This is an optimization exercise on Yosys and OpenROAD, whose aim is small area, a short achievable clock period and few clock cycles per item, not a production implementation.
In this exercise RTL edits were held to simulation tests only and were not proved equivalent to the original.

==> inputs of amber <==
// cos_taylor_top
module cos_taylor_top (
	input  logic                                    major_clk,
	input  logic                                    rst,
	input  logic                                    in_req,
	input  logic signed [cos_pkg::angle_width-1:0]  in_angle,
	output logic                                    in_ack,
	output logic                                    out_req,
	input  logic                                    out_ack,
	output logic signed [cos_pkg::result_width-1:0] out_result
);
	localparam int NM = 6;   
	function automatic logic [23:0] booth(input logic [15:0] a);
		logic [16:0] e;
		logic [7:0]  one, two, neg;
		e = {a, 1'b0};
		for (int i = 0; i < 8; i++) begin
			neg[i] = e[2*i+2];
			one[i] = e[2*i+1] ^ e[2*i];
			two[i] = (e[2*i+2] & ~e[2*i+1] & ~e[2*i]) | (~e[2*i+2] & e[2*i+1] & e[2*i]);
		end
		booth = {neg, two, one};
	endfunction
	logic        a0_v;
	logic [15:0] a0_ang;
	logic        q1_take;
	cos_input_port u_cos_input_port (
		.major_clk (major_clk),
		.rst       (rst),
		.in_req    (in_req),
		.in_angle  (in_angle),
		.in_ack    (in_ack),
		.take      (q1_take),
		.angle     (a0_ang),
		.angle_v   (a0_v)
	);
	logic [17:0] sq_r0, sq_r1;
	logic        sq_c;
	sq_cs u_sq (.a(a0_ang), .r0(sq_r0), .r1(sq_r1), .cin(sq_c));
	logic        q1_v;
	logic [17:0] q1_r0, q1_r1;
	logic        q1_c;
	logic [15:0] q1_a;
	logic        recirc;       
	logic        q1_go;        
	assign q1_go   = q1_v && !recirc;
	assign q1_take = !q1_v || q1_go;
	always_ff @(posedge major_clk) begin
		if (rst)
			q1_v <= 1'b0;
		else
			q1_v <= (a0_v && q1_take) || (q1_v && !q1_go);
	end
	always_ff @(posedge major_clk) begin
		if (q1_take) begin
			q1_r0 <= sq_r0;
			q1_r1 <= sq_r1;
			q1_c  <= sq_c;
			q1_a  <= a0_ang;
		end
	end
	logic [18:0] p2_t;
	logic [17:0] new_x;
	logic [15:0] new_acc;
	assign p2_t    = {q1_r0, 1'b1} + {q1_r1, q1_c};
  ...
==> flow/config.mk <==
export PLATFORM = sky130hd
export DESIGN_NAME = cos_taylor_top
export DESIGN_NICKNAME = cos_taylor_top
export VERILOG_FILES = /design/flow/design.v
export SDC_FILE = /design/flow/constraint.sdc
export NUM_CORES = 4
export LEC_CHECK = 0
export CAP_MARGIN = 20
export CORE_MARGIN = 2
export CORE_UTILIZATION = 40
export PLACE_DENSITY = 0.6
export SETUP_SLACK_MARGIN = 5
export SLEW_MARGIN = 20
==> flow/constraint.sdc <==
create_clock -name core_clock -period 9.5 [get_ports {major_clk}]
set_input_delay 1.9000 -clock core_clock [delete_from_list [all_inputs] [get_ports {major_clk}]]
set_output_delay 1.9000 -clock core_clock [all_outputs]
set_load 0.01 [all_outputs]
run.sh (not shown) runs the stock make flow with config.mk's settings and CLKGATE_MAP_FILE= SYNTH_SCRIPT=/design/flow/synth_recipe.tcl, a recipe that flattens the netlist after the stock synthesis.
==> inputs of garnet, as changes to amber <==
- SETUP_SLACK_MARGIN: 5 -> unset
==> summary.json <==
{
  "status": "no timing/DRC/antenna violations",
  "clk_buffers": 168,
  "design.final.nets": 9930,
  "detailedPlacementHpwl_um": 162000,
  "cell_area_placed_sq_um": 90200,
  "fin_crit_sh_pct": 52.4,
  "cts-buffers-inserted": 135,
  "drt_first_iter_violations": 4159,
  "multi_input_comb_area_sq_um": 56000,
  "worst_slack_ns": 4.52
}
Source of the figures above: garnet

==> summary.json <==
{
  "clk_buffers": 177,
  "detailedPlacementHpwl_um": 163000,
  "worst_slack_ns": 5.07,
  "drt_first_iter_violations": 4409,
  "design.final.nets": 9942,
  "fin_crit_sh_pct": 46.7,
  "multi_input_comb_area_sq_um": 56100,
  "status": "no timing/DRC/antenna violations"
}
Source of the figures above: amber

Testbench counts of amber, summed over its fixed seeds: cycles 4,336, items 2,048.
Testbench counts of garnet, summed over its fixed seeds: cycles 4,336, items 2,048.


==> inputs of build 91 <==
Another version of the RTL of cos_taylor_top (not shown whole).
==> flow/config.mk <==
export PLATFORM = sky130hd
export DESIGN_NAME = cos_taylor_top
export DESIGN_NICKNAME = cos_taylor_top
export VERILOG_FILES = /design/flow/design.v
export SDC_FILE = /design/flow/constraint.sdc
export NUM_CORES = 4
export LEC_CHECK = 0
export CAP_MARGIN = 20
export CORE_MARGIN = 2
export CORE_UTILIZATION = 40
export CTS_CLUSTER_DIAMETER = 70
export CTS_CLUSTER_SIZE = 24
export PLACE_DENSITY = 0.6
export SLEW_MARGIN = 20
==> flow/constraint.sdc <==
create_clock -name core_clock -period 9.5 [get_ports {major_clk}]
set_input_delay 1.9000 -clock core_clock [delete_from_list [all_inputs] [get_ports {major_clk}]]
set_output_delay 1.9000 -clock core_clock [all_outputs]
set_load 0.01 [all_outputs]
standard.sh (not shown) runs the stock make flow with config.mk's settings and CLKGATE_MAP_FILE= SYNTH_SCRIPT=/design/flow/synth_recipe.tcl, a recipe that flattens the netlist after the stock synthesis.
==> flow/flow/run.sh <==
#!/bin/bash
set -euo pipefail
MARGIN=$(cat flow/margin.txt)
bash standard.sh SETUP_SLACK_MARGIN="$MARGIN" TNS_END_PERCENT=100 finish > standard.log 2>&1
==> flow/flow/margin.txt <==
6.2
==> build 93 (differences from build 91) <==
==> flow/flow/margin.txt (replaced) <==
6.35
==> metrics.yaml <==
drt:
  vias: 60607
  first_pass_iters: 8
  routed_wl_um: 242000
sta:
  fmax_mhz: 319
  fin_crit_sh: 0.330
  fin_crit_ns: 3.14
  max_slew_margin: 0.252
cells_and_area:
  fin_util: 0.452
  clockNetworkAreaShare: 0.0353
  seq_share: 0.272
  final_nets: 10289
setup_path:
  r2r_cells: 14
  reg2reg_to: "rb_tc[5]"
cts:
  ctsResizeCount: 416
status:
  outcome: "no timing/DRC/antenna violations"
the above is filed under build 93

==> metrics.yaml <==
drt:
  vias: 59195
  first_pass_iters: 6
  routed_wl_um: 224000
cells_and_area:
  fin_util: 0.440
  seq_share: 0.277
  final_nets: 10131
  clockNetworkAreaShare: 0.0362
yosys:
  netlist_area_mm2: 0.0889
sta:
  fin_crit_ns: 3.24
  fmax_mhz: 309
  max_slew_margin: 0.357
setup_path:
  reg2reg_to: "rb_t1[3][6]"
  r2r_cells: 7
grt:
  met3_usage: 0.0342
  track_usage: 0.198
cts:
  ctsResizeCount: 255
status:
  outcome: "no timing/DRC/antenna violations"
the above is filed under build 91

Testbench counts of build 91, summed over its fixed seeds: cycles 4,344, items 2,048.
Testbench counts of build 93, summed over its fixed seeds: cycles 4,344, items 2,048.


==> run D <==
Another version of the RTL of cos_taylor_top (not shown whole).
clock: 9.5 ns
lec_check: 0
cap_margin: 20
core_margin: 2
core_utilization: 55
cts_cluster_diameter: 70
cts_cluster_size: 24
place_density: 0.7
slew_margin: 20
==> flow/flow/margin.txt <==
6.2
Scripts as last shown in full above: flow/flow/run.sh
==> inputs of run Y, as changes to run D <==
--- a/flow/design.v
+++ b/flow/design.v
@@ -1655,59 +1655,49 @@
 	input  logic                    res_v,        
 	input  logic [result_width-1:0] res,
 	output logic                    credit,       
 	input  logic                    pend_v,       
 	output logic                    out_req,
 	input  logic                    out_ack,
 	output logic [result_width-1:0] out_result
 );
-	logic [result_width-1:0] b0, b1;    
-	logic                    b0_v, b1_v;
-	logic                    wr, rd;    
-	logic                    cur_v;
-	logic [result_width-1:0] cur;
-	logic                    pop;
-	assign credit = !((pend_v && b0_v) || (pend_v && b1_v) || (b0_v && b1_v));
-	assign cur_v = rd ? b1_v : b0_v;
-	assign cur   = rd ? b1 : b0;
-	assign pop   = out_req && out_ack;
+	logic                    skid_v;
+	logic [result_width-1:0] skid;
+	logic                    full;    
+	logic                    load;    
+	logic                    src_v;
+	logic [result_width-1:0] src;
+	assign credit = !((pend_v && skid_v) || (pend_v && full) || (skid_v && full));
+	assign src_v = skid_v || res_v;
+	assign src   = skid_v ? skid : res;
+	assign load  = src_v && !full;
 	always_ff @(posedge major_clk) begin
 		if (rst) begin
-			b0_v    <= 1'b0;
-			b1_v    <= 1'b0;
-			wr      <= 1'b0;
-			rd      <= 1'b0;
+			full    <= 1'b0;
 			out_req <= 1'b0;
+			skid_v  <= 1'b0;
 		end else begin
-			if (res_v) begin
-				wr <= !wr;
-				if (wr)
-					b1_v <= 1'b1;
-				else
-					b0_v <= 1'b1;
-			end
-			if (pop) begin
-				rd      <= !rd;
+			skid_v <= (skid_v && full) || (res_v && (skid_v || full));
+			if (load) begin
+				full    <= 1'b1;
+				out_req <= !out_ack;
+			end else if (out_req && out_ack) begin
 				out_req <= 1'b0;
-				if (rd)
-					b1_v <= 1'b0;
-				else
-					b0_v <= 1'b0;
-			end else if (!out_req && cur_v && !out_ack) begin
-				out_req <= 1'b1;    
+				full    <= 1'b0;
+			end else if (full && !out_req && !out_ack) begin
+				out_req <= 1'b1;
 			end
 		end
 	end
 	always_ff @(posedge major_clk) begin
-		if (res_v && !wr)
-			b0 <= res;
-		if (res_v && wr)
-			b1 <= res;
-		out_result <= cur;
+		if (load)
+			out_result <= src;
+		if (res_v && (skid_v || full))
+			skid <= res;
 	end
 endmodule
 `timescale 1ns/1ps
 import cos_pkg::*;
 module cos_taylor_top (
 	input  logic                                    major_clk,
 	input  logic                                    rst,
 	input  logic                                    in_req,
@@ -1767,22 +1757,17 @@
 			q1_r1 <= sq_r1;
 			q1_c  <= sq_c;
 			q1_a  <= a0_ang;
 		end
 	end
 	logic [17:0] new_x;
 	logic [15:0] new_acc;
 	add_pfx #(.W(18)) u_p2 (.a(q1_r0), .b(q1_r1), .cin(q1_c), .s(new_x));
-	logic [15:0] na_a, na_b, na_x, na_m;
-	assign na_a = {~q1_r0[13:0], 2'b00};
-	assign na_b = {~q1_r1[13:0], 2'b00};
-	assign na_x = na_a ^ na_b ^ 16'h4004;
-	assign na_m = (na_a & na_b) | ((na_a | na_b) & 16'h4004);
-	add_pfx #(.W(16)) u_na (.a(na_x), .b({na_m[14:2], ~q1_c, 2'b00}), .cin(1'b0), .s(new_acc));
+	assign new_acc = 16'h4000 - {new_x[13:0], 2'b00};
 	logic        ra_v   [1:NM];
 	logic        ra_p2  [1:NM];    
 	logic        ra_pk  [1:NM];    
 	logic [17:0] ra_x   [1:NM];
 	logic [23:0] ra_bd  [1:NM];
 	logic [15:0] ra_acc [1:NM];
 	logic        rb_v   [1:NM];
 	logic        rb_p2  [1:NM];
==> flow/run.sh (new file) <==
#!/bin/bash
# synth_recipe.tcl (not shown) runs the flow's synth.tcl, then flattens the netlist and writes it again
# the make line also repeats each setting of config.mk as NAME=value (left out here)
make -C /OpenROAD-flow-scripts/flow DESIGN_CONFIG=/design/flow/config.mk WORK_HOME=/design/flow/orfs CLKGATE_MAP_FILE= SYNTH_SCRIPT=/design/flow/synth_recipe.tcl finish
CORE_UTILIZATION = 40   (was 55)
CTS_CLUSTER_DIAMETER = unset   (was 70)
CTS_CLUSTER_SIZE = unset   (was 24)
PLACE_DENSITY = 0.6   (was 0.7)
SETUP_SLACK_MARGIN = 5   (was unset)
removed: flow/flow/run.sh
removed: flow/flow/margin.txt
removed: flow/standard.sh
==> summary of the runs <==
- Between run D and run Y, the lower via count is in run Y (gap 6.0%, measured against run Y).
- In run Y the setup slack is worse than in run D, by 900 ps.
- Against run Y, the maximum frequency of run D is higher by about 27%.
- Between run D and run Y, the lower sequential share of layout area is in run Y (gap 0.22 points).
- In run Y the worst hold slack is lower than in run D, by 6.1 ps.
- In run Y the die area is higher than in run D, by 34%.
- Between run D and run Y, the lower global-route usage is in run Y (gap 6.7 points).
Testbench counts of run D, summed over its fixed seeds: cycles 4,344, items 2,048.
Testbench counts of run Y, summed over its fixed seeds: cycles 4,336, items 2,048.


==> v33 <==
cos_taylor_top with an RTL version that a note above also has.
Settings: LEC_CHECK=0, CAP_MARGIN=20, CORE_MARGIN=2, CORE_UTILIZATION=40, PLACE_DENSITY=0.6, SLEW_MARGIN=20; clock period 9.5 ns.
==> flow/flow/run.sh <==
#!/bin/bash
set -euo pipefail
MARGIN=$(cat flow/margin.txt)
bash standard.sh SETUP_SLACK_MARGIN="$MARGIN" TNS_END_PERCENT=100 finish > standard.log 2>&1
==> flow/flow/margin.txt <==
6.3
==> v5 (differences from v33) <==
--- a/flow/design.v
+++ b/flow/design.v
@@ -1657,45 +1657,55 @@
 	output logic                    credit,       
 	input  logic                    pend_v,       
 	output logic                    out_req,
 	input  logic                    out_ack,
 	output logic [result_width-1:0] out_result
 );
-	logic                    skid_v;
-	logic [result_width-1:0] skid;
-	logic                    full;    
-	logic                    load;    
-	logic                    src_v;
-	logic [result_width-1:0] src;
-	assign credit = !((pend_v && skid_v) || (pend_v && full) || (skid_v && full));
-	assign src_v = skid_v || res_v;
-	assign src   = skid_v ? skid : res;
-	assign load  = src_v && !full;
+	logic [result_width-1:0] b0, b1;    
+	logic                    b0_v, b1_v;
+	logic                    wr, rd;    
+	logic                    cur_v;
+	logic [result_width-1:0] cur;
+	logic                    pop;
+	assign credit = !((pend_v && b0_v) || (pend_v && b1_v) || (b0_v && b1_v));
+	assign cur_v = rd ? b1_v : b0_v;
+	assign cur   = rd ? b1 : b0;
+	assign pop   = out_req && out_ack;
 	always_ff @(posedge major_clk) begin
 		if (rst) begin
-			full    <= 1'b0;
+			b0_v    <= 1'b0;
+			b1_v    <= 1'b0;
+			wr      <= 1'b0;
+			rd      <= 1'b0;
 			out_req <= 1'b0;
-			skid_v  <= 1'b0;
 		end else begin
-			skid_v <= (skid_v && full) || (res_v && (skid_v || full));
-			if (load) begin
-				full    <= 1'b1;
-				out_req <= !out_ack;
-			end else if (out_req && out_ack) begin
+			if (res_v) begin
+				wr <= !wr;
+				if (wr)
+					b1_v <= 1'b1;
+				else
+					b0_v <= 1'b1;
+			end
+			if (pop) begin
+				rd      <= !rd;
 				out_req <= 1'b0;
-				full    <= 1'b0;
-			end else if (full && !out_req && !out_ack) begin
-				out_req <= 1'b1;
+				if (rd)
+					b1_v <= 1'b0;
+				else
+					b0_v <= 1'b0;
+			end else if (!out_req && cur_v && !out_ack) begin
+				out_req <= 1'b1;    
 			end
 		end
 	end
 	always_ff @(posedge major_clk) begin
-		if (load)
-			out_result <= src;
-		if (res_v && (skid_v || full))
-			skid <= res;
+		if (res_v && !wr)
+			b0 <= res;
+		if (res_v && wr)
+			b1 <= res;
+		out_result <= cur;
 	end
 endmodule
 `timescale 1ns/1ps
 import cos_pkg::*;
 module cos_taylor_top (
 	input  logic                                    major_clk,
@@ -1759,13 +1769,18 @@
 			q1_a  <= a0_ang;
 		end
 	end
 	logic [17:0] new_x;
 	logic [15:0] new_acc;
 	add_pfx #(.W(18)) u_p2 (.a(q1_r0), .b(q1_r1), .cin(q1_c), .s(new_x));
-	assign new_acc = 16'h4000 - {new_x[13:0], 2'b00};
+	logic [15:0] na_a, na_b, na_x, na_m;
+	assign na_a = {~q1_r0[13:0], 2'b00};
+	assign na_b = {~q1_r1[13:0], 2'b00};
+	assign na_x = na_a ^ na_b ^ 16'h4004;
+	assign na_m = (na_a & na_b) | ((na_a | na_b) & 16'h4004);
+	add_pfx #(.W(16)) u_na (.a(na_x), .b({na_m[14:2], ~q1_c, 2'b00}), .cin(1'b0), .s(new_acc));
 	logic        ra_v   [1:NM];
 	logic        ra_p2  [1:NM];    
 	logic        ra_pk  [1:NM];    
 	logic [17:0] ra_x   [1:NM];
 	logic [23:0] ra_bd  [1:NM];
 	logic [15:0] ra_acc [1:NM];
==> flow/flow/margin.txt (replaced) <==
6.2
- CTS_CLUSTER_DIAMETER: unset -> 70
- CTS_CLUSTER_SIZE: unset -> 24
==> summary of the runs <==
Sequential share of layout area: v5 is higher than v33 (0.63 points).
Of v5 and v33, v5 has the higher critical path depth (gap 9).
Of v5 and v33, v5 has the higher register-to-register slack (gap 0.11 ns).
Worst hold slack: v5 is higher than v33 (0.015 ns).
Against v5, the wire length of v33 is higher by 4.5%.
Against v5, the final cell count of v33 is lower by 2.7%.
Of v33 and v5, v5 has the higher via count (gap 2.0%, measured against v5).
In v5 the fmax is larger than in v33, by about 4%.
In v33 the synthesized area is smaller than in v5, by about 2.5%.
==> figures <==
Result of the run: v5 no timing/DRC/antenna violations; v33 no timing/DRC/antenna violations
Inserted Diodes: v5 1; v33 3
Non-Filler Cell Area, Final: v5 97080 um^2; v33 98610 um^2
WP depth: v5 10; v33 1
Compound-gate portion of the synthesized area: v5 11.86%; v33 11.13%
Synth Area in Adders: v5 33.80%; v33 34.28%
Syn avg cell area: v5 10.41 um^2; v33 10.66 um^2
Detailed-routing wirelength on met1: v5 98.65 mm; v33 100.2 mm
Met3 global-route usage: v5 3.011%; v33 3.509%
Final nets: v5 10110; v33 9845
Met1 layer usage reported by global route: v5 27.22%; v33 28.02%
Maximum fanout count along the critical path: v5 4; v33 1
Xor/xnor share of the synthesized area: v5 11.00%; v33 11.19%
Total standard cell area after synthesis: v5 89420 um^2; v33 87150 um^2
FF/Latch Area: v5 26970 um^2; v33 26780 um^2
HPWL Detailed: v5 156.3 mm; v33 159.9 mm
Sequential cell area fraction in the yosys report: v5 29.70%; v33 30.06%
CTS buffer count: v5 87; v33 137
Count of buffering cells on the critical path with inverters included: v5 2; v33 1
Testbench counts of v33, summed over its fixed seeds: cycles 4,336, items 2,048.
Testbench counts of v5, summed over its fixed seeds: cycles 4,344, items 2,048.

[what the ideal ports hide]
In the flow no input, the clock included, has a driving cell. The finished layouts below were timed again as built, in two steps. Step 1 assumes that a clkbuf_16 drives the clock port and a buf_2 every other input. Step 2 adds t to the input delays and takes it off the output delays; t is the mean of the earliest and latest rising clock arrival at the registers after step 1. Input paths then give back, and output paths get back, about the clock's delay inside the block. Three values: no drivers, after step 1, after step 2; two values: the first two.
run	t (ns)	slack for setup (ns)	clock arrival spread, ns
amber	0.843	5.068 / 5.068 / 5.068	0.036 / 0.037
garnet	0.865	4.525 / 4.525 / 4.525	0.045 / 0.045
build 91	0.848	6.264 / 6.174 / 6.287	0.048 / 0.048
build 93	0.833	6.361 / 6.308 / 6.361	0.037 / 0.036
run D	0.834	6.231 / 6.183 / 6.231	0.069 / 0.069
run Y	0.858	5.334 / 5.334 / 5.334	0.043 / 0.042
v33	0.877	6.115 / 6.028 / 6.131	0.047 / 0.047
v5	0.819	6.238 / 6.189 / 6.238	0.032 / 0.032
After both steps every run listed still meets setup and hold.
